Background: an optimization exercise with open tools, aiming at small area, a short achievable clock period and few clock cycles per item. Do not read the settings as production practice. Function was checked by simulation only, so behaviour that the tests miss may differ from the original. In every run shown here, the design's own scripts or RTL, not TritonCTS, make the clock network. The clock port is modelled as an ideal driver, which makes a skipped or thinned clock tree look cheaper than it is; a real chip needs a root buffer or a tree. Power and IR drop assume default switching activity.

**flow/run.sh**
```bash
#!/bin/bash
# Standard ORFS layout with these changes: the port buffers use a small buffer cell, and the
# clock tree is a two-level tree built by flow/cts_pre.tcl (ORFS's PRE_CTS_TCL hook) in place
# of TritonCTS. Each ORFS step's full log is in orfs/logs/...; make's output is in flow.log.
set -euo pipefail
export BUFFER_PORTS_ARGS="-buffer_cell sky130_fd_sc_hd__buf_1"
export PRE_CTS_TCL="$PWD/flow/cts_pre.tcl"
bash standard.sh > flow.log 2>&1
```
**flow/cts_pre.tcl**
```tcl
# Two-level clock tree, built in place of TritonCTS: the flip-flops are clustered by location
# (k-means), each cluster gets a leaf buffer at its centre; the leaf buffers are grouped the
# same way, and each group gets a root buffer at its centre, driven by the clock port.
proc my_two_level_cts {} {
  set block [ord::get_db_block]
  set db [ord::get_db]
  set leaf_master [$db findMaster $::my_cts_leaf]
  set root_master [$db findMaster sky130_fd_sc_hd__clkbuf_16]
  set clk_port [$block findBTerm $::my_cts_port]
  set clk_net [$clk_port getNet]
  set sinks {}
  set xs {}
  set ys {}
  foreach it [$clk_net getITerms] {
    set inst [$it getInst]
    set box [$inst getBBox]
    lappend sinks $it
    lappend xs [expr {([$box xMin] + [$box xMax]) / 2.0}]
    lappend ys [expr {([$box yMin] + [$box yMax]) / 2.0}]
  }
  set n [llength $sinks]
  set k [expr {int(ceil(double($n) / $::my_cts_size))}]
  # initial centres: sinks sorted by x then split into k groups, each group's mean
  set order [lsort -real -indices $xs]
  set cx {}
  set cy {}
  for {set c 0} {$c < $k} {incr c} {
    set lo [expr {$c * $n / $k}]
    set hi [expr {($c + 1) * $n / $k}]
    set sx 0.0; set sy 0.0
    for {set i $lo} {$i < $hi} {incr i} {
      set j [lindex $order $i]
      set sx [expr {$sx + [lindex $xs $j]}]
      set sy [expr {$sy + [lindex $ys $j]}]
    }
    lappend cx [expr {$sx / ($hi - $lo)}]
    lappend cy [expr {$sy / ($hi - $lo)}]
  }
  # k-means with a soft size limit: a sink goes to the nearest centre with room
  set cap [expr {int(ceil($n * 1.25 / $k))}]
  for {set iter 0} {$iter < 30} {incr iter} {
    set cnt [lrepeat $k 0]
    set assign {}
    for {set i 0} {$i < $n} {incr i} {
      set x [lindex $xs $i]; set y [lindex $ys $i]
      set ds {}
      for {set c 0} {$c < $k} {incr c} {
        lappend ds [expr {abs($x - [lindex $cx $c]) + abs($y - [lindex $cy $c])}]
      }
      set best -1
      foreach c [lsort -real -indices $ds] {
        if {[lindex $cnt $c] < $cap} { set best $c; break }
      }
      lset cnt $best [expr {[lindex $cnt $best] + 1}]
      lappend assign $best
    }
    set sx [lrepeat $k 0.0]; set sy [lrepeat $k 0.0]
    for {set i 0} {$i < $n} {incr i} {
      set c [lindex $assign $i]
      lset sx $c [expr {[lindex $sx $c] + [lindex $xs $i]}]
      lset sy $c [expr {[lindex $sy $c] + [lindex $ys $i]}]
    }
    for {set c 0} {$c < $k} {incr c} {
      if {[lindex $cnt $c] > 0} {
        lset cx $c [expr {[lindex $sx $c] / [lindex $cnt $c]}]
        lset cy $c [expr {[lindex $sy $c] / [lindex $cnt $c]}]
      }
    }
  }
  puts "my_cts: $n sinks in $k clusters of [lsort -integer $cnt]"
  # leaves grouped into r groups by k-means on their centres; one root buffer per group
  set r $::my_cts_roots
  set rorder [lsort -real -indices $cx]
  set rx {}; set ry {}
  for {set g 0} {$g < $r} {incr g} {
    set j [lindex $rorder [expr {int(($g + 0.5) * $k / $r)}]]
    lappend rx [lindex $cx $j]; lappend ry [lindex $cy $j]
  }
  for {set iter 0} {$iter < 30} {incr iter} {
    set rassign {}
    set gx [lrepeat $r 0.0]; set gy [lrepeat $r 0.0]; set gn [lrepeat $r 0]
    for {set c 0} {$c < $k} {incr c} {
      set ds {}
      for {set g 0} {$g < $r} {incr g} {
        lappend ds [expr {abs([lindex $cx $c] - [lindex $rx $g]) + abs([lindex $cy $c] - [lindex $ry $g])}]
      }
      set g [lindex [lsort -real -indices $ds] 0]
      lappend rassign $g
      lset gx $g [expr {[lindex $gx $g] + [lindex $cx $c]}]
      lset gy $g [expr {[lindex $gy $g] + [lindex $cy $c]}]
      lset gn $g [expr {[lindex $gn $g] + 1}]
    }
    for {set g 0} {$g < $r} {incr g} {
      if {[lindex $gn $g] > 0} {
        lset rx $g [expr {[lindex $gx $g] / [lindex $gn $g]}]
        lset ry $g [expr {[lindex $gy $g] / [lindex $gn $g]}]
      }
    }
  }
  puts "my_cts: leaves per root [lsort -integer $gn]"
  set root_nets {}
  set roots {}
  for {set g 0} {$g < $r} {incr g} {
    set root [odb::dbInst_create $block $root_master clkbuf_root_${g}_Clk]
    $root setLocation [expr {int([lindex $rx $g])}] [expr {int([lindex $ry $g])}]
    $root setPlacementStatus PLACED
    set root_net [odb::dbNet_create $block clknet_root_${g}_Clk]
    $root_net setSigType CLOCK
    [$root findITerm X] connect $root_net
    lappend root_nets $root_net
    lappend roots $root
  }
  set leaves {}
  for {set c 0} {$c < $k} {incr c} {
    set leaf [odb::dbInst_create $block $leaf_master clkbuf_leaf_${c}_Clk]
    $leaf setLocation [expr {int([lindex $cx $c])}] [expr {int([lindex $cy $c])}]
    $leaf setPlacementStatus PLACED
    set net [odb::dbNet_create $block clknet_leaf_${c}_Clk]
    $net setSigType CLOCK
    [$leaf findITerm X] connect $net
    [$leaf findITerm A] connect [lindex $root_nets [lindex $rassign $c]]
    lappend leaves $net
  }
  for {set i 0} {$i < $n} {incr i} {
    set it [lindex $sinks $i]
    $it disconnect
    $it connect [lindex $leaves [lindex $assign $i]]
  }
  foreach root $roots { [$root findITerm A] connect $clk_net }
  $clk_net setSigType CLOCK
}

# ORFS's cts.tcl sources this before its clock_tree_synthesis call: build the tree here and
# make that call do nothing. The rest of cts.tcl (legalisation, timing repair) then runs as usual.
set ::my_cts_leaf  sky130_fd_sc_hd__clkbuf_16
set ::my_cts_port  Clk
set ::my_cts_size  20
set ::my_cts_roots 4
my_two_level_cts
set_propagated_clock [all_clocks]
rename clock_tree_synthesis {}
proc clock_tree_synthesis {args} {
  puts "clock_tree_synthesis skipped: the clock tree was built by cts_pre.tcl"
}
```
**standard.sh**
```bash
#!/bin/bash
# synth_recipe.tcl (not shown) runs the flow's synth.tcl, then flattens the netlist and writes it again
# the make line also repeats each setting of config.mk as NAME=value (left out here)
make -C /OpenROAD-flow-scripts/flow DESIGN_CONFIG=/design/flow/config.mk WORK_HOME=/design/flow/orfs CLKGATE_MAP_FILE= SYNTH_SCRIPT=/design/flow/synth_recipe.tcl "${@:-finish}"
```
**config.mk**
```make
export PLATFORM = sky130hd
export DESIGN_NAME = sha256_padder
export DESIGN_NICKNAME = sha256_padder
export VERILOG_FILES = /design/flow/design.v
export SDC_FILE = /design/flow/constraint.sdc
export NUM_CORES = 4
export LEC_CHECK = 0
export CAP_MARGIN = 20
export CORE_MARGIN = 2
export CORE_UTILIZATION = 50
export SETUP_SLACK_MARGIN = 2.55
export SLEW_MARGIN = 20
export SYNTH_HIERARCHICAL = 1
export SYNTH_MINIMUM_KEEP_SIZE = 0
```
**constraint.sdc**
```tcl
create_clock -name core_clock -period 4.5 [get_ports {Clk}]
set_input_delay 0.9000 -clock core_clock [delete_from_list [all_inputs] [get_ports {Clk}]]
set_output_delay 0.9000 -clock core_clock [all_outputs]
set_load 0.01 [all_outputs]
```
**design.v**
```verilog
module sha256_padder #(
    parameter int LEN_W = 19
) (
    input  logic         Clk,
    input  logic         Reset,
    input  logic [7:0]   InData,
    input  logic         InValid,
    input  logic         InLast,
    output logic         InReady,
    output logic [511:0] Chunk,
    output logic         ChunkValid,
    output logic         ChunkLast,
    input  logic         ChunkReady
);
    localparam int WR     = 0;   
    localparam int TOX    = 1;   
    localparam int CMT    = 2;   
    localparam int PAD    = 3;   
    localparam int P2W    = 4;   
    localparam int PADFIT = 5;   
    function automatic logic [5:0] ctl(input logic iv, input logic cv, input logic pend2,
                                 input logic xv, input logic xl, input logic il,
                                 input logic [7:1] ht, input logic [7:1] lt);
        logic c0, c1, fits, r_free, cmt, wr, pad;
        c0         = ~ht[1] & ~lt[1];
        c1         = ~ht[1] & lt[1] & ~lt[2];
        fits       = ~c0 & ~ht[7];                 
        r_free     = ~cv & ~pend2;
        cmt        = xv & xl & r_free;
        wr         = iv & ~c1 & r_free;
        pad        = (wr & il) | cmt;
        ctl[WR]     = wr;
        ctl[TOX]    = iv & ~pend2 & c1 & (~xv | cmt);
        ctl[CMT]    = cmt;
        ctl[PAD]    = pad;
        ctl[P2W]    = pend2 & ~cv;
        ctl[PADFIT] = pad & fits;
    endfunction
    logic [511:0] r_q;           
    logic         cv_q, cv_d;    
    logic         cvo_q;         
    logic         cl_q, cl_d;    
    logic         iv_q, iv_d;    
    logic [7:0]   id_q, id_d;
    logic         il_q, il_d;
    logic         rdy_q, rdy_d;  
    logic         xv_q, xv_d;    
    logic [7:0]   xd_q;
    logic         xl_q, xl_d;
    logic         pend2_q, pend2_d;    
    logic         p2_80_q, p2_80_d;    
    logic [9:0]   hi_q, hi_d;
    logic [7:1]   ht_q, ht_d, lt_q, lt_d;
    logic [5:0]   ctl_q;         
    logic [8:0]   htc, ltc;      
    logic [2:0]   ch, cl;        
    logic         c0, c2;        
    logic         new_chunk, take, cnt_rst;
    logic [5:0]   ctl_d;
    logic [63:0]  lenbits;       
    logic [7:0]   ch1, cl1, ch_lt, cl_le;
    logic [63:0]  sel, above, nxt;    
    logic [63:0]  k, w, s;
    logic [511:0] r_d;
    assign InReady    = rdy_q;
    assign Chunk      = r_q;
    assign ChunkValid = cvo_q;
    assign ChunkLast  = cl_q;
    assign htc     = {1'b0, ht_q, 1'b1};
    assign ltc     = {1'b0, lt_q, 1'b1};
    assign ch      = {ht_q[4], (ht_q[2] & ~ht_q[4]) | ht_q[6],
                      (ht_q[1] & ~ht_q[2]) | (ht_q[3] & ~ht_q[4]) | (ht_q[5] & ~ht_q[6]) | ht_q[7]};
    assign cl      = {lt_q[4], (lt_q[2] & ~lt_q[4]) | lt_q[6],
                      (lt_q[1] & ~lt_q[2]) | (lt_q[3] & ~lt_q[4]) | (lt_q[5] & ~lt_q[6]) | lt_q[7]};
    assign c0      = ~ht_q[1] & ~lt_q[1];
    assign c2      = ~ht_q[1] & lt_q[2] & ~lt_q[3];
    assign lenbits = {45'b0, hi_q, ch, cl, 3'b000};
    always_comb begin
        for (int j = 0; j < 8; j++) begin
            ch1[j]   = htc[j] & ~htc[j + 1];
            cl1[j]   = ltc[j] & ~ltc[j + 1];
            ch_lt[j] = ~htc[j];
            cl_le[j] = ~ltc[j + 1];
        end
        for (int i = 0; i < 64; i++) begin
            sel[i]   = (i % 8 == 7) ? (ch1[(i / 8 + 1) % 8] & cl1[0]) : (ch1[i / 8] & cl1[i % 8 + 1]);
            nxt[i]   = (i > 0) ? (ch1[i / 8] & cl1[i % 8]) : 1'b0;
            above[i] = ~c0 & (ch_lt[i / 8] | (ch1[i / 8] & cl_le[i % 8]));
        end
    end
    always_comb begin
        w    = {64{ctl_q[WR]}} & sel;
        w[0] = (ctl_q[WR] & c2) | ctl_q[CMT];
        k    = ~(w | ({64{ctl_q[PAD]}} & above) | {64{ctl_q[P2W]}});
        s    = ({64{ctl_q[PAD]}} & nxt) | {63'b0, ctl_q[P2W] & p2_80_q};   
    end
    for (genvar i = 0; i < 56; i++) begin : g_lane
        for (genvar b = 0; b < 7; b++) begin : g_bit
            sha256_padder_cell u_cell (
                .q(r_q[511 - 8*i - 7 + b]), .k(k[i]), .w(w[i]),
                .d((i == 0) ? xd_q[b] : id_q[b]),
                .y(r_d[511 - 8*i - 7 + b])
            );
        end
        sha256_padder_cell7 u_cell7 (
            .q(r_q[511 - 8*i]), .k(k[i]), .w(w[i]), .d((i == 0) ? xd_q[7] : id_q[7]),
            .s(s[i]), .y(r_d[511 - 8*i])
        );
    end
    always_comb begin
        for (int i = 56; i < 64; i++) begin
            for (int b = 0; b < 8; b++) begin
                r_d[511 - 8*i - 7 + b] =
                    (r_q[511 - 8*i - 7 + b] & k[i]) |
                    (w[i] & id_q[b]) |
                    ((b == 7) ? s[i] : 1'b0) |
                    ((ctl_q[PADFIT] | ctl_q[P2W]) & lenbits[8*(63-i) + b]);
            end
        end
    end
    always_comb begin
        iv_d    = rdy_q ? InValid : iv_q;
        id_d    = rdy_q ? InData : id_q;
        il_d    = rdy_q ? InLast : il_q;
        xv_d    = ctl_q[TOX] | (xv_q & ~ctl_q[WR] & ~ctl_q[CMT]);
        xl_d    = ctl_q[TOX] ? il_q : xl_q;
        new_chunk = (ctl_q[WR] & (il_q | c0)) | ctl_q[CMT] | ctl_q[P2W];
        cv_d    = new_chunk | (cv_q & ~ChunkReady);
        cl_d    = new_chunk ? (ctl_q[P2W] | ctl_q[PADFIT]) : cl_q;
        pend2_d = ~ctl_q[P2W] & (pend2_q | (ctl_q[PAD] & ~ctl_q[PADFIT]));
        p2_80_d = (ctl_q[PAD] & ~ctl_q[PADFIT]) ? c0 : p2_80_q;
        take    = (ctl_q[TOX] | ctl_q[WR]) & ~il_q;
        cnt_rst = ctl_q[PADFIT] | ctl_q[P2W];
        hi_d    = hi_q;
        ht_d    = ht_q;
        lt_d    = lt_q;
        if (cnt_rst) begin
            hi_d = '0;
            ht_d = '0;
            lt_d = take ? 7'd3 : 7'd1;
        end else if (take) begin
            lt_d = lt_q[7] ? 7'd0 : {lt_q[6:1], 1'b1};
            if (lt_q[7]) begin
                ht_d = ht_q[7] ? 7'd0 : {ht_q[6:1], 1'b1};
                if (ht_q[7]) hi_d = hi_q + 10'd1;
            end
        end
        ctl_d = ctl(iv_d, cv_d, pend2_d, xv_d, xl_d, il_d, ht_d, lt_d);
        rdy_d = ~iv_d | ctl_d[TOX] | ctl_d[WR];
    end
    always_ff @(posedge Clk) begin
        r_q  <= r_d;
        id_q <= id_d;
        il_q <= il_d;
        if (ctl_q[TOX]) xd_q <= id_q;
        xl_q <= xl_d;
    end
    always_ff @(posedge Clk or negedge Reset) begin
        if (!Reset) begin
            cv_q    <= 1'b0;
            cvo_q   <= 1'b0;
            cl_q    <= 1'b0;
            iv_q    <= 1'b0;
            rdy_q   <= 1'b0;     
            xv_q    <= 1'b0;
            pend2_q <= 1'b0;
            p2_80_q <= 1'b0;
            hi_q    <= '0;
            ht_q    <= '0;
            lt_q    <= 7'd1;
            ctl_q   <= '0;
        end else begin
            cv_q    <= cv_d;
            cvo_q   <= new_chunk | (cvo_q & ~ChunkReady);
            cl_q    <= cl_d;
            iv_q    <= iv_d;
            rdy_q   <= rdy_d;
            xv_q    <= xv_d;
            pend2_q <= pend2_d;
            p2_80_q <= p2_80_d;
            hi_q    <= hi_d;
            ht_q    <= ht_d;
            lt_q    <= lt_d;
            ctl_q   <= ctl_d;
        end
    end
endmodule
module sha256_padder_cell (
    input  logic q,
    input  logic k,
    input  logic w,
    input  logic d,
    output logic y
);
    assign y = (q & k) | (w & d);
endmodule
module sha256_padder_cell7 (
    input  logic q,
    input  logic k,
    input  logic w,
    input  logic d,
    input  logic s,
    output logic y
);
    assign y = (q & k) | (w & d) | s;
endmodule
```
==> results of run 1 <==
-- worst register-to-register path: stages (launching register included) --
cell and delay [ps]:
sky130_fd_sc_hd__dfstp_4 490, sky130_fd_sc_hd__clkbuf_2 160, sky130_fd_sc_hd__buf_4 170, sky130_fd_sc_hd__o21ai_4 420
sky130_fd_sc_hd__a21oi_1 150, sky130_fd_sc_hd__nor3_4 370, sky130_fd_sc_hd__a22o_1 210
-- per-module statistics from Yosys, one instance, submodules excluded --
module               cells  copies in the design  flip-flops and latches  area (sq um)
sha256_padder         1185                     1                     568         15200
sha256_padder_cell       1                   392                       0          8.76
sha256_padder_cell7      1                    56                       0          10.0
-- power by group through the flow --
stage / clock network, mW / logic, mW / registers, mW
floorplan: 0 / 1.35 / 5.69
detailed placement: 0 / 2.43 / 5.60
global route: 3.07 / 3.09 / 5.52
global placement: 0 / 2.41 / 5.60
finish: 2.83 / 2.96 / 5.50
CTS: 2.87 / 2.62 / 5.50
-- stage by stage --
stage                     hold WS (ps)  area (sq um)
after floorplan                    432         19200
after global placement             427         21600
after detailed placement           430         21600
after CTS                          446         23000
after global routing               452         23500
final                              444         23500
-- sequential cells by signal, indices dropped and copies added, names as in the netlist --
register / cells
cl_q: 1
ctl_q: 6
cv_q: 1
cvo_q: 1
hi_q: 10
ht_q: 7
id_q: 8
il_q: 1
iv_q: 1
lt_q: 7
p2_80_q: 1
pend2_q: 1
r_q: 512
rdy_q: 1
xd_q: 8
xl_q: 1
xv_q: 1
-- repair_timing --
item                                    in CTS  in global routing
endpoints found under the setup margin     539                358
hold endpoints to repair                     0                  0
gates cloned                                 2                  0
resized for setup                          149                 68
hold buffers                                 0                  0
pin swaps                                    5                 16
setup buffers                                8                 34
-- path summary, 6_finish.rpt --
check / startpoint / endpoint / cells after the start
setup / recovery: lt_q[1]$_DFF_PN1_ / r_q[31]$_DFF_P_ / 6
hold / removal: r_q[13]$_DFF_P_ / r_q[13]$_DFF_P_ / 2
setup reg to reg: lt_q[1]$_DFF_PN1_ / r_q[31]$_DFF_P_ / 6
hold reg to reg: r_q[13]$_DFF_P_ / r_q[13]$_DFF_P_ / 2
max in group asynchronous: Reset / ctl_q[3]$_DFF_PN0_ / 1
min in group asynchronous: Reset / lt_q[2]$_DFF_PN0_ / 1
-- cell families after synthesis --
group                    share of synthesized area
flip-flops                                   0.610
buffers and inverters                       0.0228
multiplexers                               0.00397
AO/OA/AOI/OAI                                0.288
XOR/XNOR                                  0.000912
adder cells (fa/ha/maj)                   0.000651
AND/OR/NAND/NOR                             0.0733
-- per-layer routing --
| layer | vias up | wire length [microns] | track usage |
|---|---|---|---|
| li1 | 7378 | - | - |
| met1 | 8211 | 28900 | 0.444 |
| met2 | 781 | 33100 | 0.546 |
| met3 | 118 | 5960 | 0.0600 |
| met4 | 0 | 2380 | 0.0919 |
| met5 | - | 0 | 0 |
-- layout by cell type, fill, tap and decap left out, types with 10 or more instances in the layout --
cell type,netlist,routed
sky130_fd_sc_hd__dfrtp_1,37,21
sky130_fd_sc_hd__nand3_1,13,13
sky130_fd_sc_hd__nor3_4,5,10
sky130_fd_sc_hd__a21oi_1,84,66
sky130_fd_sc_hd__dfxtp_1,514,512
sky130_fd_sc_hd__edfxtp_1,16,16
sky130_fd_sc_hd__o21a_2,0,30
sky130_fd_sc_hd__a21oi_2,0,16
sky130_fd_sc_hd__nor2_2,3,29
sky130_fd_sc_hd__a221o_1,60,60
sky130_fd_sc_hd__clkbuf_16,0,33
sky130_fd_sc_hd__a22o_1,439,439
sky130_fd_sc_hd__dfrtp_2,0,10
sky130_fd_sc_hd__o21ai_0,19,18
sky130_fd_sc_hd__buf_1,7,525
sky130_fd_sc_hd__nor2_1,136,94
sky130_fd_sc_hd__buf_4,5,49
sky130_fd_sc_hd__nand2_1,77,68
sky130_fd_sc_hd__nor2_4,0,16
-- layout make-up --
| type | instances | area [sq um] |
|---|---|---|
| timing repair buffer | 589 | 2550 |
| inverter | 11 | 47.5 |
| sequential | 568 | 11800 |
| multi-input combinational | 984 | 7690 |
| buffer | 33 | 826 |
| tap | 511 | 639 |
| fill | 3255 | 14200 |
==> impl_summary.txt, run 1 <==
----------------------------------------------------
[Run status]
  Status ... timing/DRC/antenna clean

[Synthesis]
  Total nets after synthesis ... 1647
  Post-synthesis instance area ... 19200 sq um
  Number of warnings printed during yosys synthesis ... 7
  Portion of the post-synthesis area used by sequential elements ... 0.610
  Library cell with the largest summed area after synthesis ... sky130_fd_sc_hd__dfxtp_1
  Mapped Avg Cell Area ... 11.8 sq um
  Ys async rst share ... 0.0669
  Prevailing post-synth register cell ... sky130_fd_sc_hd__dfxtp_1
  Most numerous cell in the Yosys netlist ... sky130_fd_sc_hd__dfxtp_1
  Post-synth EDFFs ... 16
  Number of different library cells in the post-synthesis netlist ... 62
  Most numerous cell types in the synthesized netlist ... sky130_fd_sc_hd__dfxtp_1 (514), sky130_fd_sc_hd__a22o_1 (439), sky130_fd_sc_hd__nor2_1 (136)
  Area fraction of the dominant cell type after synthesis ... 0.536
  Number of register bits inferred by synthesis ... 568
  Instance count of the mapped netlist ... 1633
  Synth area leaders ... sky130_fd_sc_hd__dfxtp_1 (54%), sky130_fd_sc_hd__a22o_1 (20%), sky130_fd_sc_hd__dfrtp_1 (4.8%)

[Detailed routing]
  Wire length after detailed routing ... 70.3 mm
  Number of nets with antenna violations after detailed routing ... 0
  Number of DRC markers in iteration 0 ... 1409
  Vias per std cell ... 6.12
  Pre-Repair DR Iteration Count ... 5
  WL per Instance ... 26.1 microns
  Overall via count from detail_route ... 16.5k
  Detailed-route DRC error count ... 0

[Die]
  Number of top-level pins ... 528
  Width of the die ... 200 microns
  Floorplan Core Area ... 37800 sq um
  Standard-cell rows ... 71
  Starting density of the core ... 0.509
  Die Height ... 200 microns
  Overall die area ... 40000 sq um

[Critical path]
  Worst-path cell chain ... clkbuf_2 > buf_4 > o21ai_4 > a21oi_1 > nor3_4 > a22o_1
  Startpoint Class ... flop
  Slowest cell on the critical path ... sky130_fd_sc_hd__dfstp_4
  CP arrival ... 2300 ps
  Required time of the critical path ... 4790 ps
  Worst Path Class, Setup ... flop to flop
  Kind of cell with the highest combined delay on the critical path ... compound AO/OA/AOI/OAI gates
  Top fanout value on the critical path ... 10
  Worst-case register-to-register setup slack ... 2490 ps
  Buffers & Inverters on Critical Path ... 2
  Nature of the critical path endpoint ... flop
  Slowest Stage Delay on Critical Path ... 490 ps

[GRT]
  Wire length of the first global-routing pass ... 99.9 mm
  Largest net degree at the start of global routing ... 65
  Antenna violations before repair ... 0
  Vias in the first global route ... 15.1k
  Tot GR Track Use ... 0.330
  Overflow left after global routing ... 0

[Timing]
  Tightest Pin Transition ... 1000 ps
  Fraction of the cycle the final worst path needs ... 0.447
  Max Clk Rate ... 0.497 GHz
  Worst clock skew ... 63.8 ps
  Final Worst Setup Slack ... 2490 ps
  Max-slew headroom ... 0.333
  Final hold violations ... 0
  Total setup violations reported at the end of the flow ... 0
  Final TNS setup ... 0 ps
  Slew Limit Fails ... 0
  Unrepaired setup endpoints after global routing ... yes
  Crit path time final ... 2010 ps

[Cells and area]
  Non-filler instance count after layout ... 2696
  NumNets Final ... 2201
  Fin util ... 0.623
  Area growth, synth to finish ... 22.4%
  Fraction of final layout cells with drive strength greater than 1 ... 0.128
  Count of antenna diodes in the layout ... 0

[Pwr]
  Tot Pwr ... 11.3 mW
  Clock share of power ... 0.251
  Cell-internal power ... 7.44 mW
  P_sw ... 3.85 mW
  Sequential cell fraction of total power ... 0.487
  Comb pwr share ... 0.262
  Largest vdd supply drop ... 450 uV
  Fraction of power spent switching nets ... 0.341
  Ratio of total power to cell area ... 480 nW/um^2
  Leakage ... 8.89 nW

[Place]
  Worst setup slack after placement ... 1540 ps
  Port bufs ... 527
  Cell total after placement ... 2619
  Final weighted congestion of routability-driven global placement ... 0.868
  Dpl hpwl ... 48.2 mm

[Clocking]
  Clock latency (worst-skew pair) ... 390 ps
  Clock slew at reported path FFs ... 80 ps

[Hold path]
  Min-Delay Path Class ... flop to flop

[Job]
  Number of max-capacitance violations reported ... 0

----------------------------------------------------
Testbench counts, summed over its fixed seeds: cycles 53,377, bytes 53,274.
==> run 2: changes to the inputs <==
--- a/config.mk
+++ b/config.mk
@@ -7,8 +7,8 @@
 export LEC_CHECK = 0
 export CAP_MARGIN = 20
 export CORE_MARGIN = 2
-export CORE_UTILIZATION = 50
-export SETUP_SLACK_MARGIN = 2.55
+export CORE_UTILIZATION = 60
+export SETUP_SLACK_MARGIN = 2.45
 export SLEW_MARGIN = 20
 export SYNTH_HIERARCHICAL = 1
 export SYNTH_MINIMUM_KEEP_SIZE = 0
==> run 2 against run 1 <==
Compared with the run above:
- core utilization rose by 11 points
- clock skew down 11 ps
- critical path type unchanged
- still clean
- largest cell class unchanged
- area after synthesis stayed put
- combinational power fell by 4%
- maximum frequency is 4.2% lower
==> impl_summary.txt, run 2 <==
----------------------------------------------------
[Pwr]
  Ratio of total power to cell area ... 482 nW/um^2
  Tot Pwr ... 11.1 mW
  Leakage ... 8.72 nW
  Largest vdd supply drop ... 572 uV

[Critical path]
  Worst-path cell chain ... clkbuf_4 > buf_4 > nor3b_4 > nor3_2 > a221o_1
  Worst-case register-to-register setup slack ... 2400 ps
  Buffers & Inverters on Critical Path ... 2
  Slowest cell on the critical path ... sky130_fd_sc_hd__dfstp_4
  Worst Path Class, Setup ... flop to flop
  Startpoint Class ... flop
  Kind of cell with the highest combined delay on the critical path ... simple AND/OR/NAND/NOR gates
  Required time of the critical path ... 4730 ps
  Nature of the critical path endpoint ... flop
  Slowest Stage Delay on Critical Path ... 520 ps
  Top fanout value on the critical path ... 10
  CP arrival ... 2330 ps

[Place]
  Cell total after placement ... 2508
  Final weighted congestion of routability-driven global placement ... 0.910
  Dpl hpwl ... 45.2 mm
  Port bufs ... 527

[Detailed routing]
  WL per Instance ... 25.9 microns
  Wire length after detailed routing ... 66.5 mm
  Pre-Repair DR Iteration Count ... 6
  Overall via count from detail_route ... 16.6k
  Vias per std cell ... 6.47
  Number of nets with antenna violations after detailed routing ... 0
  Number of DRC markers in iteration 0 ... 1605
  Detailed-route DRC error count ... 0

[GRT]
  Wire length of the first global-routing pass ... 97.3 mm
  Vias in the first global route ... 15.4k
  Largest net degree at the start of global routing ... 65
  Antenna violations before repair ... 0
  Tot GR Track Use ... 0.373
  Overflow left after global routing ... 0

[Timing]
  Final TNS setup ... 0 ps
  Tightest Pin Transition ... 1020 ps
  Max-slew headroom ... 0.322
  Slew Limit Fails ... 0
  Worst clock skew ... 52.4 ps
  Total setup violations reported at the end of the flow ... 0
  Fraction of the cycle the final worst path needs ... 0.467
  Max Clk Rate ... 0.476 GHz
  Crit path time final ... 2100 ps
  Unrepaired setup endpoints after global routing ... yes
  Final hold violations ... 0

[Synthesis]
  Number of warnings printed during yosys synthesis ... 7
  Prevailing post-synth register cell ... sky130_fd_sc_hd__dfxtp_1
  Instance count of the mapped netlist ... 1633
  Number of register bits inferred by synthesis ... 568
  Synth area leaders ... sky130_fd_sc_hd__dfxtp_1 (54%), sky130_fd_sc_hd__a22o_1 (20%), sky130_fd_sc_hd__dfrtp_1 (4.8%)
  Portion of the post-synthesis area used by sequential elements ... 0.610
  Post-synthesis instance area ... 19200 sq um
  Total nets after synthesis ... 1647
  Number of different library cells in the post-synthesis netlist ... 62
  Most numerous cell in the Yosys netlist ... sky130_fd_sc_hd__dfxtp_1
  Mapped Avg Cell Area ... 11.8 sq um
  Library cell with the largest summed area after synthesis ... sky130_fd_sc_hd__dfxtp_1
  Area fraction of the dominant cell type after synthesis ... 0.536
  Ys async rst share ... 0.0669
  Post-synth EDFFs ... 16
  Most numerous cell types in the synthesized netlist ... sky130_fd_sc_hd__dfxtp_1 (514), sky130_fd_sc_hd__a22o_1 (439), sky130_fd_sc_hd__nor2_1 (136)

[Clocking]
  Clock latency (worst-skew pair) ... 370 ps
  Clock slew at reported path FFs ... 90 ps

[Cells and area]
  Most frequent cells in the layout ... sky130_fd_sc_hd__buf_1 (526), sky130_fd_sc_hd__dfxtp_1 (514), sky130_fd_sc_hd__a22o_1 (439)
  Area growth, synth to finish ... 20.0%
  Register with the most flip-flops ... r_q
  Number of flip-flops under the largest register name ... 512
  Non-filler instance count after layout ... 2567
  NumNets Final ... 2181
  Leading cell type in the layout, fill and taps excluded ... sky130_fd_sc_hd__buf_1
  Fraction of final layout cells with drive strength greater than 1 ... 0.109
  Count of antenna diodes in the layout ... 0
  Leading registers by flop count ... r_q x512, hi_q x10

[Die]
  Die Height ... 183 microns
  Standard-cell rows ... 65
  Number of top-level pins ... 528
  Width of the die ... 183 microns
  Floorplan Core Area ... 31600 sq um
  Overall die area ... 33500 sq um
  Starting density of the core ... 0.609

[Hold path]
  Min-Delay Path Class ... flop to flop

[Job]
  Number of max-capacitance violations reported ... 0

[Run status]
  Status ... timing/DRC/antenna clean

----------------------------------------------------
==> run 2: cell counts after synthesis <==
No cell type changed its count.
==> run 2: logic make-up (layout without fill, tap and decap cells) <==
kind of cell               after synthesis  count (layout)  share of synthesized area
muxes                                    7               7                    0.00397
AOI/OAI and AO/OA                      672             673                      0.288
buffers and inverters                   83             614                     0.0228
DFF                                    568             568                      0.610
and+or+nand+nor                        300             300                     0.0733
xor gates and xnor gates                 2               2                   0.000912
adders and majority gates                1               1                   0.000651
==> run 2: timing repair <==
item                       CTS  global route
gates resized for setup    121            48
gates cloned                 1             0
hold buffers                 0             0
pin swaps                    1             5
setup endpoints to repair  527           430
setup buffers                8            17
==> run 2: per-layer routing <==
layer / up-vias / GRT usage / part of all wire
met1: 8135 / 0.492 / 0.39
li1: 7326 / - / -
met3: 184 / 0.0900 / 0.10
met2: 969 / 0.600 / 0.46
met5: - / 0 / 0
met4: 0 / 0.140 / 0.047
==> run 2: tightest hold or removal path: cells and delay by family (launching register included) <==
family,cells,cell delay (ps)
DFF,1,320
and+or+nand+nor,2,90
==> run 2: final timing paths <==
kind                                   start           endpoint  cells after the start
hold / removal               r_q[13]$_DFF_P_    r_q[13]$_DFF_P_                      2
setup reg to reg           lt_q[1]$_DFF_PN1_     r_q[6]$_DFF_P_                      5
max in group asynchronous              Reset  ht_q[1]$_DFF_PN0_                      1
hold reg to reg              r_q[13]$_DFF_P_    r_q[13]$_DFF_P_                      2
min in group asynchronous              Reset    cvo_q$_DFF_PN0_                      1
setup / recovery           lt_q[1]$_DFF_PN1_     r_q[6]$_DFF_P_                      5
==> run 2: cell type report <==
class | count | area [sq um]
Buffer | 33 | 826
Fill cell | 2364 | 8500
Inverter | 11 | 46.3
Multi-Input combinational cell | 983 | 7520
Sequential cell | 568 | 11800
Tap cell | 402 | 503
Timing Repair Buffer | 570 | 2400
==> run 2: report_power, final <==
group	leakage (nW)	switching, mW	internal [mW]
registers	4.78	0.191	5.26
clock network	0.407	1.51	1.31
logic	3.54	2.06	0.795
==> run 2: per-module statistics from Yosys, one instance, submodules excluded <==
module / flip-flops and latches / cells inside
sha256_padder_cell7: 0 / 1
sha256_padder: 568 / 1185
sha256_padder_cell: 0 / 1
==> run 2: stage by stage <==
stage | util | setup WS [ps] | hold slack (ps) | instance area, sq um
floorplan | - | 2550 | 432 | 19200
finish | 0.730 | 2400 | 448 | 23100
global route | 0.730 | 2360 | 470 | 23100
CTS | 0.719 | 2320 | 447 | 22700
global placement | 0.679 | 1670 | 425 | 21400
detailed placement | 0.679 | 1570 | 430 | 21400
==> run 3: changes to the inputs <==
--- a/config.mk
+++ b/config.mk
@@ -7,7 +7,7 @@
 export LEC_CHECK = 0
 export CAP_MARGIN = 20
 export CORE_MARGIN = 2
-export CORE_UTILIZATION = 60
+export CORE_UTILIZATION = 50
 export SETUP_SLACK_MARGIN = 2.45
 export SLEW_MARGIN = 20
 export SYNTH_HIERARCHICAL = 1
==> run 3 against run 2 <==
Compared with the run above:
- first-iteration DRC count decreased by 5.7%
- via count decreased by 2.2%
- combinational power is 4% lower
- flip-flop and latch count is the same
- sequential power up 0.7%
- core utilization decreased by 12 points
- critical path depth is the same
- total power down 0.43%
- cell area about the same
==> impl_summary.txt, run 3 <==
----------------------------------------------------
[Synthesis]
  Most numerous cell in the Yosys netlist ... sky130_fd_sc_hd__dfxtp_1
  Number of register bits inferred by synthesis ... 568
  Instance count of the mapped netlist ... 1633
  Mapped Avg Cell Area ... 11.8 sq um
  Post-synthesis instance area ... 19200 sq um
  Total nets after synthesis ... 1647
  Portion of the post-synthesis area used by sequential elements ... 0.610
  Ys async rst share ... 0.0669
  Post-synth EDFFs ... 16
  Area fraction of the dominant cell type after synthesis ... 0.536
  Number of warnings printed during yosys synthesis ... 7
  Most numerous cell types in the synthesized netlist ... sky130_fd_sc_hd__dfxtp_1 (514), sky130_fd_sc_hd__a22o_1 (439), sky130_fd_sc_hd__nor2_1 (136)
  Library cell with the largest summed area after synthesis ... sky130_fd_sc_hd__dfxtp_1
  Prevailing post-synth register cell ... sky130_fd_sc_hd__dfxtp_1
  Synth area leaders ... sky130_fd_sc_hd__dfxtp_1 (54%), sky130_fd_sc_hd__a22o_1 (20%), sky130_fd_sc_hd__dfrtp_1 (4.8%)
  Number of different library cells in the post-synthesis netlist ... 62

[Timing]
  Post-Route Hold Slack ... 446 ps
  Fraction of the cycle the final worst path needs ... 0.453
  Total setup violations reported at the end of the flow ... 0
  Final TNS setup ... 0 ps
  Worst clock skew ... 47.7 ps
  Unrepaired setup endpoints after global routing ... yes
  Tightest Pin Transition ... 1040 ps
  Max-slew headroom ... 0.304
  Slew Limit Fails ... 0
  Crit path time final ... 2040 ps
  Final hold violations ... 0
  Final Worst Setup Slack ... 2460 ps
  Max Clk Rate ... 0.490 GHz

[Detailed routing]
  Detailed-route DRC error count ... 0
  Pre-Repair DR Iteration Count ... 5
  Vias per std cell ... 6.08
  Number of nets with antenna violations after detailed routing ... 0
  WL per Instance ... 26.3 microns
  Number of DRC markers in iteration 0 ... 1514
  Wire length after detailed routing ... 70.3 mm
  Overall via count from detail_route ... 16.2k

[Pwr]
  Ratio of total power to cell area ... 480 nW/um^2
  Largest vdd supply drop ... 528 uV
  Leakage ... 8.65 nW

[GRT]
  Vias in the first global route ... 15.1k
  Largest net degree at the start of global routing ... 65
  Tot GR Track Use ... 0.331
  Overflow left after global routing ... 0
  Antenna violations before repair ... 0
  Wire length of the first global-routing pass ... 100 mm

[Cells and area]
  Register with the most flip-flops ... r_q
  Area growth, synth to finish ... 19.9%
  Number of flip-flops under the largest register name ... 512
  Finished layout cell area ... 23000 sq um
  Fraction of final layout cells with drive strength greater than 1 ... 0.100
  Storage cell area ... 11800 sq um
  Number of fill cells in the layout ... 3255
  Most frequent cells in the layout ... sky130_fd_sc_hd__buf_1 (526), sky130_fd_sc_hd__dfxtp_1 (514), sky130_fd_sc_hd__a22o_1 (439)
  Leading cell type in the layout, fill and taps excluded ... sky130_fd_sc_hd__buf_1
  Fin util ... 0.610
  Combined area of the multi-input logic cells ... 7470 sq um
  NumNets Final ... 2177
  Count of antenna diodes in the layout ... 0
  Leading registers by flop count ... r_q x512, hi_q x10

[Die]
  Width of the die ... 200 microns
  Starting density of the core ... 0.509
  Overall die area ... 40000 sq um
  Floorplan Core Area ... 37800 sq um
  Standard-cell rows ... 71
  Die Height ... 200 microns
  Number of top-level pins ... 528

[Clocking]
  Clock latency (worst-skew pair) ... 380 ps
  Hold-fix buffers at CTS ... 0
  Clock slew at reported path FFs ... 90 ps

[Place]
  Final weighted congestion of routability-driven global placement ... 0.862
  Port bufs ... 527
  Area after DPL ... 21600 sq um
  Worst setup slack after placement ... 1570 ps
  Dpl hpwl ... 48.0 mm

[Critical path]
  Top fanout value on the critical path ... 10
  Nature of the critical path endpoint ... flop
  Required time of the critical path ... 4750 ps
  Worst-case register-to-register setup slack ... 2460 ps
  CP arrival ... 2290 ps
  Worst Path Class, Setup ... flop to flop
  Startpoint Class ... flop

[Hold path]
  Min-Delay Path Class ... flop to flop

[Run status]
  Status ... timing/DRC/antenna clean

[Job]
  Number of max-capacitance violations reported ... 0

----------------------------------------------------
## run 3: cell counts after synthesis
Identical to the previous run, type by type.
## run 3: layout make-up
class                           instances  share of cell area
Timing Repair Buffer                  565              0.0999
Buffer                                 33              0.0358
Multi-Input combinational cell        984               0.324
Tap cell                              511              0.0277
Sequential cell                       568               0.510
Inverter                               11             0.00201
## run 3: cell families (layout without fill, tap and decap cells)
logic type,Yosys count,in the layout,share of synthesized area
AO/OA/AOI/OAI,672,674,0.288
flip-flops,568,568,0.610
AND/OR/NAND/NOR,300,300,0.0733
buffers and inverters,83,609,0.0228
multiplexers,7,7,0.00397
XOR/XNOR,2,2,0.000912
adder cells (fa/ha/maj),1,1,0.000651
## run 3: where the power goes
group,internal (mW),switching [mW]
Sequential,5.25,0.237
Combinational,0.706,2.03
Clock,1.31,1.53
Total,7.27,3.80
## run 3: layer usage
layer	global-route usage	wire length, microns
met5	0	0
met2	0.533	32200
met3	0.0694	6280
met1	0.453	29600
met4	0.0908	2240
## run 3: worst paths after layout
kind                       depth (start not counted)                end           startpoint
min in group asynchronous                          1   cl_q$_DFFE_PN0P_                Reset
setup reg to reg                                   5   r_q[471]$_DFF_P_  lt_q[6]$_DFFE_PN0P_
hold / removal                                     1   r_q[510]$_DFF_P_    xd_q[6]$_DFFE_PP_
hold reg to reg                                    1   r_q[510]$_DFF_P_    xd_q[6]$_DFFE_PP_
setup / recovery                                   5   r_q[471]$_DFF_P_  lt_q[6]$_DFFE_PN0P_
max in group asynchronous                          1  ht_q[1]$_DFF_PN0_                Reset
## run 3: Yosys stat by module, one instance, submodules excluded
module	cells inside	cell area [sq um]	flip-flops and latches	times used
sha256_padder_cell	1	8.76	0	392
sha256_padder_cell7	1	10.0	0	56
sha256_padder	1185	15200	568	1
## run 3: stage by stage
stage	power (mW)	instances
4_1_cts	10.9	2659
6_report	11.1	2672
5_1_grt	11.4	2672
3_3_place_gp	8.02	2619
2_1_floorplan	7.04	1633
3_5_place_dp	8.04	2619
## run 3: what timing repair did
action                                  CTS  global route
hold endpoints to repair                  0             0
pin swaps                                 2             2
endpoints found under the setup margin  536           315
gates resized for setup                 108            40
setup buffers                             5            13
gates cloned                              2             0
## run 3: worst max-delay path, stage by stage, from the launching register on
cell and delay (ps):
sky130_fd_sc_hd__dfrtp_2 510, sky130_fd_sc_hd__nor2b_2 310, sky130_fd_sc_hd__nand2_2 310, sky130_fd_sc_hd__o21ai_0 280, sky130_fd_sc_hd__a21oi_4 180, sky130_fd_sc_hd__a221o_1 340
==> run 4: changes to the inputs <==
--- a/flow/run.sh
+++ b/flow/run.sh
@@ -5,4 +5,5 @@
 set -euo pipefail
 export BUFFER_PORTS_ARGS="-buffer_cell sky130_fd_sc_hd__buf_1"
 export PRE_CTS_TCL="$PWD/flow/cts_pre.tcl"
+export RECOVER_POWER=30
 bash standard.sh > flow.log 2>&1
==> run 4 against run 3 <==
Compared with the run above:
- the layout now fails its checks (capacitance limit, slew limit)
- largest power group unchanged
- worst hold slack gained 1.8 ps
- area after synthesis unchanged
- critical path depth is 4 lower
- largest cell class unchanged
- sequential power barely moved
- highest routed layer unchanged
- routed wire length fell by 0.17%
- final cell count is the same
==> impl_summary.txt, run 4 <==
----------------------------------------------------
[Place]
  Dpl hpwl ... 48.0 mm
  Cell total after placement ... 2619
  Worst setup slack after placement ... 1570 ps
  Final weighted congestion of routability-driven global placement ... 0.862
  Port bufs ... 527

[Pwr]
  Comb pwr share ... 0.246
  Clock share of power ... 0.257
  Ratio of total power to cell area ... 480 nW/um^2
  Largest vdd supply drop ... 534 uV
  Cell-internal power ... 7.25 mW
  Sequential cell fraction of total power ... 0.497
  Fraction of power spent switching nets ... 0.344
  P_sw ... 3.80 mW
  Leakage ... 8.64 nW

[Critical path]
  Slowest Stage Delay on Critical Path ... 1640 ps
  Worst-case register-to-register setup slack ... 1500 ps
  Worst-path cell chain ... clkbuf_1
  Kind of cell with the highest combined delay on the critical path ... buffers and inverters
  CP arrival ... 2850 ps
  Startpoint Class ... flop
  Nature of the critical path endpoint ... flop
  Top fanout value on the critical path ... 39
  Worst Path Class, Setup ... flop to flop
  Buffers & Inverters on Critical Path ... 1
  Slowest cell on the critical path ... sky130_fd_sc_hd__clkbuf_1
  Required time of the critical path ... 4340 ps

[GRT]
  Vias in the first global route ... 15.1k
  Largest net degree at the start of global routing ... 65
  Grt peak-use layer ... met2
  GRT met2 Usage ... 0.533
  Global routing met1 resource utilization ... 0.453
  Met3 layer usage reported by global route ... 0.0694
  Antenna violations before repair ... 0
  Overflow left after global routing ... 0
  Tot GR Track Use ... 0.331
  Wire length of the first global-routing pass ... 100 mm

[Synthesis]
  Ys async rst share ... 0.0669
  Portion of the post-synthesis area used by sequential elements ... 0.610
  Instance count of the mapped netlist ... 1633
  Prevailing post-synth register cell ... sky130_fd_sc_hd__dfxtp_1
  Most numerous cell types in the synthesized netlist ... sky130_fd_sc_hd__dfxtp_1 (514), sky130_fd_sc_hd__a22o_1 (439), sky130_fd_sc_hd__nor2_1 (136)
  Total nets after synthesis ... 1647
  Area fraction of the dominant cell type after synthesis ... 0.536
  Post-synthesis instance area ... 19200 sq um
  Number of different library cells in the post-synthesis netlist ... 62
  Synth area leaders ... sky130_fd_sc_hd__dfxtp_1 (54%), sky130_fd_sc_hd__a22o_1 (20%), sky130_fd_sc_hd__dfrtp_1 (4.8%)
  Number of register bits inferred by synthesis ... 568
  Number of warnings printed during yosys synthesis ... 7
  Mapped Avg Cell Area ... 11.8 sq um
  Most numerous cell in the Yosys netlist ... sky130_fd_sc_hd__dfxtp_1
  Post-synth EDFFs ... 16
  Library cell with the largest summed area after synthesis ... sky130_fd_sc_hd__dfxtp_1

[Detailed routing]
  Pre-Repair DR Iteration Count ... 7
  Wire length after detailed routing ... 70.2 mm
  Vias per std cell ... 6.11
  Overall via count from detail_route ... 16.3k
  WL per Instance ... 26.3 microns
  Number of nets with antenna violations after detailed routing ... 0
  Number of DRC markers in iteration 0 ... 1504
  Detailed-route DRC error count ... 0

[Die]
  Number of top-level pins ... 528
  Starting density of the core ... 0.509
  Width of the die ... 200 microns
  Standard-cell rows ... 71
  Floorplan Core Area ... 37800 sq um
  Overall die area ... 40000 sq um
  Die Height ... 200 microns

[Timing]
  Unrepaired setup endpoints after global routing ... yes
  Crit path time final ... 3000 ps
  Final Worst Setup Slack ... 1500 ps
  Final TNS setup ... 0 ps
  Worst clock skew ... 49.6 ps
  Slew Limit Fails ... 327
  Max Clk Rate ... 0.333 GHz
  Max-slew headroom ... -0.694
  Total setup violations reported at the end of the flow ... 0
  Fraction of the cycle the final worst path needs ... 0.668
  Tightest Pin Transition ... 2540 ps
  Final hold violations ... 0

[Cells and area]
  NumNets Final ... 2177
  Most frequent cells in the layout ... sky130_fd_sc_hd__buf_1 (526), sky130_fd_sc_hd__dfxtp_1 (514), sky130_fd_sc_hd__a22o_1 (439)
  Fraction of final layout cells with drive strength greater than 1 ... 0.0921
  Count of antenna diodes in the layout ... 0
  Fin util ... 0.609
  Register with the most flip-flops ... r_q
  Non-filler instance count after layout ... 2672
  Area growth, synth to finish ... 19.7%
  Leading registers by flop count ... r_q x512, hi_q x10
  Leading cell type in the layout, fill and taps excluded ... sky130_fd_sc_hd__buf_1
  Number of flip-flops under the largest register name ... 512

[Clocking]
  Hold-fix buffers at CTS ... 0
  Clock slew at reported path FFs ... 80 ps
  Clock latency (worst-skew pair) ... 380 ps

[Hold path]
  Min-Delay Path Class ... flop to flop

[Job]
  Number of max-capacitance violations reported ... 8

[Run status]
  Layout check fault list ... capacitance limit, slew limit
  Status ... complete, but fails checks

----------------------------------------------------
[run 4: cell counts after synthesis]
No cell type changed its count.
[run 4: cell type report]
class	instances	area [sq um]
fill	3271	14800
sequential	568	11700
multi-input combinational	984	7460
timing repair buffer	565	2270
buffer	33	826
tap	511	639
inverter	11	46.3
[run 4: cells by family (layout without fill, tap and decap cells)]
logic type / count (synthesis) / after routing / share of synthesized area
AO/OA/AOI/OAI: 672 / 674 / 0.288
XOR/XNOR: 2 / 2 / 0.000912
adder cells (fa/ha/maj): 1 / 1 / 0.000651
buffers and inverters: 83 / 609 / 0.0228
flip-flops: 568 / 568 / 0.610
multiplexers: 7 / 7 / 0.00397
AND/OR/NAND/NOR: 300 / 300 / 0.0733
[run 4: worst paths after layout]
check | from | endpoint | depth (start not counted)
max | id_q[7]$_DFFE_PP_ | xd_q[7]$_DFFE_PP_ | 1
min | r_q[5]$_DFF_P_ | r_q[5]$_DFF_P_ | 2
max reg2reg | id_q[7]$_DFFE_PP_ | xd_q[7]$_DFFE_PP_ | 1
min reg2reg | r_q[5]$_DFF_P_ | r_q[5]$_DFF_P_ | 2
max in group asynchronous | Reset | ht_q[1]$_DFF_PN0_ | 1
min in group asynchronous | Reset | cl_q$_DFFE_PN0P_ | 1
[run 4: stage by stage]
step / hold WS [ps] / instance area [sq um] / total power, mW
floorplan: 432 / 19200 / 7.04
global placement: 426 / 21600 / 8.02
detailed placement: 432 / 21600 / 8.04
CTS: 446 / 22800 / 10.9
global route: 464 / 23000 / 11.4
finish: 448 / 23000 / 11.0
[run 4: what timing repair did]
action / 4_1_cts / 5_1_grt
setup endpoints to repair: 536 / 315
gates cloned: 2 / 0
setup buffers: 5 / 13
resized for setup: 108 / 40
pin swaps: 2 / 2
[run 4: modules after synthesis, one instance, submodules excluded]
module | cells | area [sq um] | flops+latches
sha256_padder_cell7 | 1 | 10.0 | 0
sha256_padder | 1185 | 15200 | 568
sha256_padder_cell | 1 | 8.76 | 0
[run 4: power groups by stage]
stage / Combinational [mW] / Sequential (mW) / Clock (mW)
3_3_place_gp: 2.43 / 5.59 / 0
4_1_cts: 2.57 / 5.49 / 2.87
5_1_grt: 2.86 / 5.51 / 3.05
2_1_floorplan: 1.35 / 5.69 / 0
3_5_place_dp: 2.44 / 5.60 / 0
6_report: 2.72 / 5.49 / 2.84
[run 4: routing by layer]
metal | up-vias | routed length (microns)
met3 | 121 | 6410
li1 | 7318 | -
met5 | - | 0
met4 | 0 | 2390
met2 | 791 | 32000
met1 | 8101 | 29400
==> run 5: changes to the inputs <==
--- a/flow/run.sh
+++ b/flow/run.sh
@@ -5,5 +5,5 @@
 set -euo pipefail
 export BUFFER_PORTS_ARGS="-buffer_cell sky130_fd_sc_hd__buf_1"
 export PRE_CTS_TCL="$PWD/flow/cts_pre.tcl"
-export RECOVER_POWER=30
+export RECOVER_POWER=100
 bash standard.sh > flow.log 2>&1
==> run 5 against run 4 <==
Compared with the run above:
- still fails the layout checks on capacitance limit, slew limit
- global-route usage is the same
- final cell count is the same
- critical path depth did not move
- sequential share of layout area is 0.88 points higher
- via count down 1.0%
- routed wire length hardly changed
- combinational power down 6%
- worst hold slack about the same
- synthesized cell count unchanged
- area after synthesis stayed put
- flip-flop and latch count unchanged
- critical path type unchanged
- highest routed layer unchanged
==> impl_summary.txt, run 5 <==
----------------------------------------------------
[Timing]
  Tightest Pin Transition ... 2460 ps
  Crit path time final ... 3030 ps
  Unrepaired setup endpoints after global routing ... yes
  Max-slew headroom ... -0.641
  Fraction of the cycle the final worst path needs ... 0.673
  Total setup violations reported at the end of the flow ... 0
  Final TNS setup ... 0 ps
  Max Clk Rate ... 0.330 GHz
  Final hold violations ... 0
  Slew Limit Fails ... 327
  Worst clock skew ... 44.9 ps

[GRT]
  Wire length of the first global-routing pass ... 100 mm
  Overflow left after global routing ... 0
  Largest net degree at the start of global routing ... 65
  Vias in the first global route ... 15.1k
  Antenna violations before repair ... 0
  Tot GR Track Use ... 0.331

[Synthesis]
  Number of different library cells in the post-synthesis netlist ... 62
  Area fraction of the dominant cell type after synthesis ... 0.536
  Ys async rst share ... 0.0669
  Number of register bits inferred by synthesis ... 568
  Mapped Avg Cell Area ... 11.8 sq um
  Prevailing post-synth register cell ... sky130_fd_sc_hd__dfxtp_1
  Synth area leaders ... sky130_fd_sc_hd__dfxtp_1 (54%), sky130_fd_sc_hd__a22o_1 (20%), sky130_fd_sc_hd__dfrtp_1 (4.8%)
  Most numerous cell in the Yosys netlist ... sky130_fd_sc_hd__dfxtp_1
  Number of warnings printed during yosys synthesis ... 7
  Post-synth EDFFs ... 16
  Total nets after synthesis ... 1647
  Post-synthesis instance area ... 19200 sq um
  Portion of the post-synthesis area used by sequential elements ... 0.610
  Instance count of the mapped netlist ... 1633
  Library cell with the largest summed area after synthesis ... sky130_fd_sc_hd__dfxtp_1
  Most numerous cell types in the synthesized netlist ... sky130_fd_sc_hd__dfxtp_1 (514), sky130_fd_sc_hd__a22o_1 (439), sky130_fd_sc_hd__nor2_1 (136)

[Pwr]
  Ratio of total power to cell area ... 482 nW/um^2
  Leakage ... 8.53 nW
  Largest vdd supply drop ... 531 uV

[Cells and area]
  Combined area of the multi-input logic cells ... 7100 sq um
  Leading cell type in the layout, fill and taps excluded ... sky130_fd_sc_hd__buf_1
  Number of fill cells in the layout ... 3350
  Number of flip-flops under the largest register name ... 512
  Leading registers by flop count ... r_q x512, hi_q x10
  Register with the most flip-flops ... r_q
  Most frequent cells in the layout ... sky130_fd_sc_hd__buf_1 (519), sky130_fd_sc_hd__dfxtp_1 (514), sky130_fd_sc_hd__a22o_1 (439)
  Fraction of final layout cells with drive strength greater than 1 ... 0.0560
  Area growth, synth to finish ... 17.6%
  NumNets Final ... 2177
  Storage cell area ... 11700 sq um
  Count of antenna diodes in the layout ... 0
  Fin util ... 0.598

[Critical path]
  Nature of the critical path endpoint ... flop
  Worst Path Class, Setup ... flop to flop
  Worst reg2reg path endpoint ... xd_q[7]$_DFFE_PP_
  Startpoint Class ... flop
  Slowest cell on the critical path ... sky130_fd_sc_hd__clkbuf_1
  Kind of cell with the highest combined delay on the critical path ... buffers and inverters
  Worst-case register-to-register setup slack ... 1470 ps
  Slowest Stage Delay on Critical Path ... 1660 ps
  Depth of the most critical reg-to-reg path ... 1
  Required time of the critical path ... 4330 ps
  Worst-path cell chain ... clkbuf_1
  Buffers & Inverters on Critical Path ... 1
  CP arrival ... 2860 ps
  Top fanout value on the critical path ... 39
  Start of the worst register-to-register path ... id_q[7]$_DFFE_PP_

[Detailed routing]
  WL per Instance ... 26.3 microns
  Overall via count from detail_route ... 16.2k
  Wire length after detailed routing ... 70.2 mm
  Vias per std cell ... 6.05
  Number of DRC markers in iteration 0 ... 1364
  Number of nets with antenna violations after detailed routing ... 0
  Detailed-route DRC error count ... 0
  Pre-Repair DR Iteration Count ... 5

[Die]
  Starting density of the core ... 0.509
  Number of top-level pins ... 528
  Standard-cell rows ... 71
  Die Height ... 200 microns
  Overall die area ... 40000 sq um
  Floorplan Core Area ... 37800 sq um
  Width of the die ... 200 microns

[Hold path]
  Min-Delay Path Class ... flop to flop
  WHS Endpoint ... r_q[510]$_DFF_P_
  Hold path startpoint ... xd_q[6]$_DFFE_PP_
  Worst hold path stage count ... 1

[Clocking]
  Clock slew at reported path FFs ... 80 ps
  Clock latency (worst-skew pair) ... 380 ps

[Job]
  Number of max-capacitance violations reported ... 8

[Place]
  Final weighted congestion of routability-driven global placement ... 0.862
  Dpl hpwl ... 48.0 mm
  Port bufs ... 527

[Run status]
  Status ... complete, but fails checks
  Layout check fault list ... capacitance limit, slew limit

----------------------------------------------------
-- run 5: logic make-up after synthesis --
family	synth area share
compound gates	0.288
buf+inv	0.0228
mux	0.00397
fa+ha+maj	0.000651
xor+xnor	0.000912
simple gates	0.0733
flops	0.610
-- run 5: layout make-up --
type | instances | area share
inverters | 11 | 0.00205
plain buffers | 33 | 0.0366
multi-input cells | 984 | 0.314
flip-flops and latches | 568 | 0.520
well taps | 511 | 0.0283
repair buffers | 565 | 0.0992
-- run 5: timing repair --
| item | 4_1_cts | 5_1_grt |
|---|---|---|
| pin swaps | 2 | 2 |
| resized for setup | 108 | 40 |
| buffers inserted | 5 | 13 |
| cloned | 2 | 0 |
| setup endpoints to repair | 536 | 315 |
| hold buffers | 0 | 0 |
-- run 5: metrics by stage --
step / hold slack (ps) / instance area (sq um) / cells / power [mW] / setup WS, ps
6_report: 448 / 22600 / 2672 / 10.9 / 1470
5_1_grt: 464 / 22600 / 2672 / 11.3 / 1330
4_1_cts: 446 / 22800 / 2659 / 10.9 / 2420
3_5_place_dp: 432 / 21600 / 2619 / 8.04 / 1570
3_3_place_gp: 426 / 21600 / 2619 / 8.02 / 1670
2_1_floorplan: 432 / 19200 / 1633 / 7.04 / 2550
-- run 5: worst max path at each step --
stage,start,to,slack [ps],cells past startpoint
after floorplan,ht_q[7]$_DFF_PN0_,r_q[71]$_DFF_P_,2550,7
after global placement,ht_q[1]$_DFF_PN0_,r_q[391]$_DFF_P_,1670,5
after detailed placement,ht_q[1]$_DFF_PN0_,r_q[391]$_DFF_P_,1570,5
after CTS,ht_q[1]$_DFF_PN0_,r_q[391]$_DFF_P_,2420,5
after global routing,Reset,ctl_q[3]$_DFF_PN0_,1330,1
final,id_q[7]$_DFFE_PP_,xd_q[7]$_DFFE_PP_,1470,1
-- run 5: metal layers --
metal	vias to the layer above	track usage	wire length, microns
met2	766	0.533	32100
met1	7964	0.453	29000
met3	116	0.0694	6820
met5	-	0	0
li1	7314	-	-
met4	0	0.0908	2300
-- run 5: modules after synthesis, one instance, submodules excluded --
module               cells inside  cell area, sq um
sha256_padder_cell              1              8.76
sha256_padder_cell7             1              10.0
sha256_padder                1185             15200
-- run 5: where the power goes --
group	internal, mW	total (mW)	switching (mW)
clock network	1.31	2.85	1.53
registers	5.25	5.47	0.225
logic	0.588	2.57	1.98
==> run 6: changes to the inputs <==
--- a/flow/run.sh
+++ b/flow/run.sh
@@ -5,5 +5,4 @@
 set -euo pipefail
 export BUFFER_PORTS_ARGS="-buffer_cell sky130_fd_sc_hd__buf_1"
 export PRE_CTS_TCL="$PWD/flow/cts_pre.tcl"
-export RECOVER_POWER=100
 bash standard.sh > flow.log 2>&1
--- a/config.mk
+++ b/config.mk
@@ -8,6 +8,7 @@
 export CAP_MARGIN = 20
 export CORE_MARGIN = 2
 export CORE_UTILIZATION = 50
+export PLACE_DENSITY = 0.75
 export SETUP_SLACK_MARGIN = 2.45
 export SLEW_MARGIN = 20
 export SYNTH_HIERARCHICAL = 1
==> run 6 against run 5 <==
Compared with the run above:
- the run now finishes clean
- worst hold slack about the same
- sequential share of layout area decreased by 1.2 points
- clock skew increased by 46 ps
- total power increased by 2.0%
- global-route usage decreased by 0.26 points
- setup slack improved by 880 ps
- register-to-register slack improved by 880 ps
- routed wire length decreased by 0.20%
- critical path type unchanged
- largest power group unchanged
==> impl_summary.txt, run 6 <==
----------------------------------------------------
[Synthesis]
  Ys async rst share ... 0.0669
  Mapped Avg Cell Area ... 11.8 sq um
  Most numerous cell types in the synthesized netlist ... sky130_fd_sc_hd__dfxtp_1 (514), sky130_fd_sc_hd__a22o_1 (439), sky130_fd_sc_hd__nor2_1 (136)
  Post-synth EDFFs ... 16
  Synth area leaders ... sky130_fd_sc_hd__dfxtp_1 (54%), sky130_fd_sc_hd__a22o_1 (20%), sky130_fd_sc_hd__dfrtp_1 (4.8%)
  Prevailing post-synth register cell ... sky130_fd_sc_hd__dfxtp_1
  Post-synthesis instance area ... 19200 sq um
  Most numerous cell in the Yosys netlist ... sky130_fd_sc_hd__dfxtp_1
  Portion of the post-synthesis area used by sequential elements ... 0.610
  Number of register bits inferred by synthesis ... 568
  Area fraction of the dominant cell type after synthesis ... 0.536
  Total nets after synthesis ... 1647
  Number of different library cells in the post-synthesis netlist ... 62
  Instance count of the mapped netlist ... 1633
  Number of warnings printed during yosys synthesis ... 7
  Library cell with the largest summed area after synthesis ... sky130_fd_sc_hd__dfxtp_1

[Die]
  Die Height ... 200 microns
  Floorplan Core Area ... 37800 sq um
  Standard-cell rows ... 71
  Width of the die ... 200 microns
  Overall die area ... 40000 sq um
  Number of top-level pins ... 528
  Starting density of the core ... 0.509

[Critical path]
  Startpoint Class ... flop
  Slowest cell on the critical path ... sky130_fd_sc_hd__nor2_1
  CP arrival ... 2450 ps
  Buffers & Inverters on Critical Path ... 0
  Nature of the critical path endpoint ... flop
  Required time of the critical path ... 4790 ps
  Kind of cell with the highest combined delay on the critical path ... simple AND/OR/NAND/NOR gates
  Slowest Stage Delay on Critical Path ... 810 ps
  Worst-path cell chain ... nand2b_2 > nor2_1 > a221o_1
  Top fanout value on the critical path ... 16
  Worst Path Class, Setup ... flop to flop

[Cells and area]
  Combined area of the multi-input logic cells ... 7560 sq um
  Finished layout cell area ... 23200 sq um
  Number of fill cells in the layout ... 3176
  Area growth, synth to finish ... 20.6%
  Most frequent cells in the layout ... sky130_fd_sc_hd__buf_1 (526), sky130_fd_sc_hd__dfxtp_1 (514), sky130_fd_sc_hd__a22o_1 (439)
  Fin util ... 0.614
  Count of antenna diodes in the layout ... 0
  Fraction of final layout cells with drive strength greater than 1 ... 0.115
  NumNets Final ... 2184
  Register with the most flip-flops ... r_q
  Leading registers by flop count ... r_q x512, hi_q x10
  Leading cell type in the layout, fill and taps excluded ... sky130_fd_sc_hd__buf_1
  Storage cell area ... 11800 sq um
  Number of flip-flops under the largest register name ... 512

[Clocking]
  Clock slew at reported path FFs ... 70 ps
  Hold-fix buffers at CTS ... 0
  Clock latency (worst-skew pair) ... 410 ps

[Timing]
  Slew Limit Fails ... 0
  Crit path time final ... 2150 ps
  Total setup violations reported at the end of the flow ... 0
  Worst clock skew ... 91.4 ps
  Max-slew headroom ... 0.255
  Max Clk Rate ... 0.465 GHz
  Tightest Pin Transition ... 1120 ps
  Fraction of the cycle the final worst path needs ... 0.478
  Final TNS setup ... 0 ps
  Final Worst Setup Slack ... 2350 ps
  Final hold violations ... 0
  Unrepaired setup endpoints after global routing ... yes

[Detailed routing]
  Wire length after detailed routing ... 70.1 mm
  Vias per std cell ... 6.25
  Number of nets with antenna violations after detailed routing ... 0
  WL per Instance ... 26.2 microns
  Number of DRC markers in iteration 0 ... 1623
  Overall via count from detail_route ... 16.7k
  Pre-Repair DR Iteration Count ... 6
  Detailed-route DRC error count ... 0

[GRT]
  Wire length of the first global-routing pass ... 99.8 mm
  Overflow left after global routing ... 0
  Vias in the first global route ... 15.5k
  Antenna violations before repair ... 0
  Largest net degree at the start of global routing ... 65
  Tot GR Track Use ... 0.328

[Job]
  Number of max-capacitance violations reported ... 0

[Place]
  Port bufs ... 527
  Area after DPL ... 21600 sq um
  Worst setup slack after placement ... 1470 ps
  Final weighted congestion of routability-driven global placement ... 0.872
  Dpl hpwl ... 46.2 mm

[Pwr]
  Ratio of total power to cell area ... 479 nW/um^2
  Leakage ... 8.70 nW
  Largest vdd supply drop ... 381 uV

[Run status]
  Status ... timing/DRC/antenna clean

[Hold path]
  Min-Delay Path Class ... primary input to async pin

----------------------------------------------------
## run 6: layout make-up
type,instances,area share
buffer,33,0.0356
inverter,11,0.00205
multi-input combinational,984,0.326
sequential,568,0.507
tap,511,0.0276
timing repair buffer,572,0.101
## run 6: cells by family after synthesis
group,Yosys count,share of synthesized area
DFF,568,0.610
buffers and inverters,83,0.0228
xor gates and xnor gates,2,0.000912
muxes,7,0.00397
adders and majority gates,1,0.000651
AOI/OAI and AO/OA,672,0.288
and+or+nand+nor,300,0.0733
## run 6: per-stage QoR
stage          instances  hold slack (ps)  total power, mW
6_report            2679              447             11.1
5_1_grt             2679              463             11.5
4_1_cts             2665              444             10.9
3_5_place_dp        2619              427             7.98
3_3_place_gp        2619              428             7.93
2_1_floorplan       1633              432             7.04
## run 6: per-module statistics from Yosys (local to each module, per instance)
module               cells inside  copies in the design  flops+latches
sha256_padder_cell              1                   392              0
sha256_padder                1185                     1            568
sha256_padder_cell7             1                    56              0
## run 6: repair_timing
action,CTS,global route
endpoints found under the hold margin,0,0
gates resized for setup,122,58
setup endpoints to repair,518,408
pin swaps,3,8
gates cloned,2,0
buffers inserted,11,13
## run 6: worst paths after layout
path	startpoint	end	slack, ps	depth (start not counted)
worst min-delay path	Reset	hi_q[2]$_DFFE_PN0P_	450	1
worst max-delay path	ht_q[2]$_DFFE_PN0P_	r_q[335]$_DFF_P_	2350	3
min in group core_clock	r_q[18]$_DFF_P_	r_q[18]$_DFF_P_	450	2
worst max register to register	ht_q[2]$_DFFE_PN0P_	r_q[335]$_DFF_P_	2350	3
worst min register to register	r_q[18]$_DFF_P_	r_q[18]$_DFF_P_	450	2
max in group asynchronous	Reset	lt_q[1]$_DFF_PN1_	3530	2
## run 6: power breakdown
part | internal, mW | switching, mW | total [mW]
combinational | 0.739 | 2.06 | 2.80
clock | 1.31 | 1.55 | 2.86
sequential | 5.25 | 0.196 | 5.45
## run 6: metal layers
| metal | vias up | part of all wire | GRT usage |
|---|---|---|---|
| li1 | 7333 | - | - |
| met1 | 8258 | 0.40 | 0.424 |
| met2 | 943 | 0.46 | 0.530 |
| met3 | 198 | 0.096 | 0.0727 |
| met4 | 0 | 0.046 | 0.145 |
| met5 | - | 0 | 0 |

separate check: timing with driven ports:
In the flow no input, the clock included, has a driving cell. The finished layouts below were timed again as built, in two steps.
Step 1 (the two cells are an assumption about what drives the block):
set clk [get_ports {Clk}]
set_driving_cell -lib_cell sky130_fd_sc_hd__clkbuf_16 $clk
set_driving_cell -lib_cell sky130_fd_sc_hd__buf_2 [delete_from_list [all_inputs] $clk]
Step 2 adds t to the input delays and takes it off the output delays; t is the mean of the earliest and latest rising clock arrival at the registers after step 1. Input paths then give back, and output paths get back, about the clock's delay inside the block.
Slacks: ideal ports / drivers / drivers and shift; pairs: ideal ports / drivers.
| run | t, ns | slack for setup (ns) | worst setup path at the end | clock arrival spread, ns | pins driven straight from the clock port |
|---|---|---|---|---|---|
| run 1 | 0.471 | 2.487 / 2.458 / 2.488 | register to register | 0.065 / 0.064 | 4 |
| run 2 | 0.472 | 2.399 / 2.387 / 2.399 | register to register | 0.053 / 0.053 | 4 |
| run 3 | 0.484 | 2.460 / 2.410 / 2.460 | register to register | 0.050 / 0.050 | 4 |
| run 4 | 0.485 | 1.495 / 1.495 / 1.361 | input, reset recovery | 0.052 / 0.052 | 4 |
| run 5 | 0.489 | 1.471 / 1.471 / 1.388 | input, reset recovery | 0.049 / 0.049 | 4 |
| run 6 | 0.487 | 2.349 / 2.349 / 2.349 | register to register | 0.092 / 0.092 | 4 |
The setup slack of run 4, which loses most, moves by 0.000 ns with the drivers and by -0.134 ns with both steps. Setup slack includes reset recovery checks.
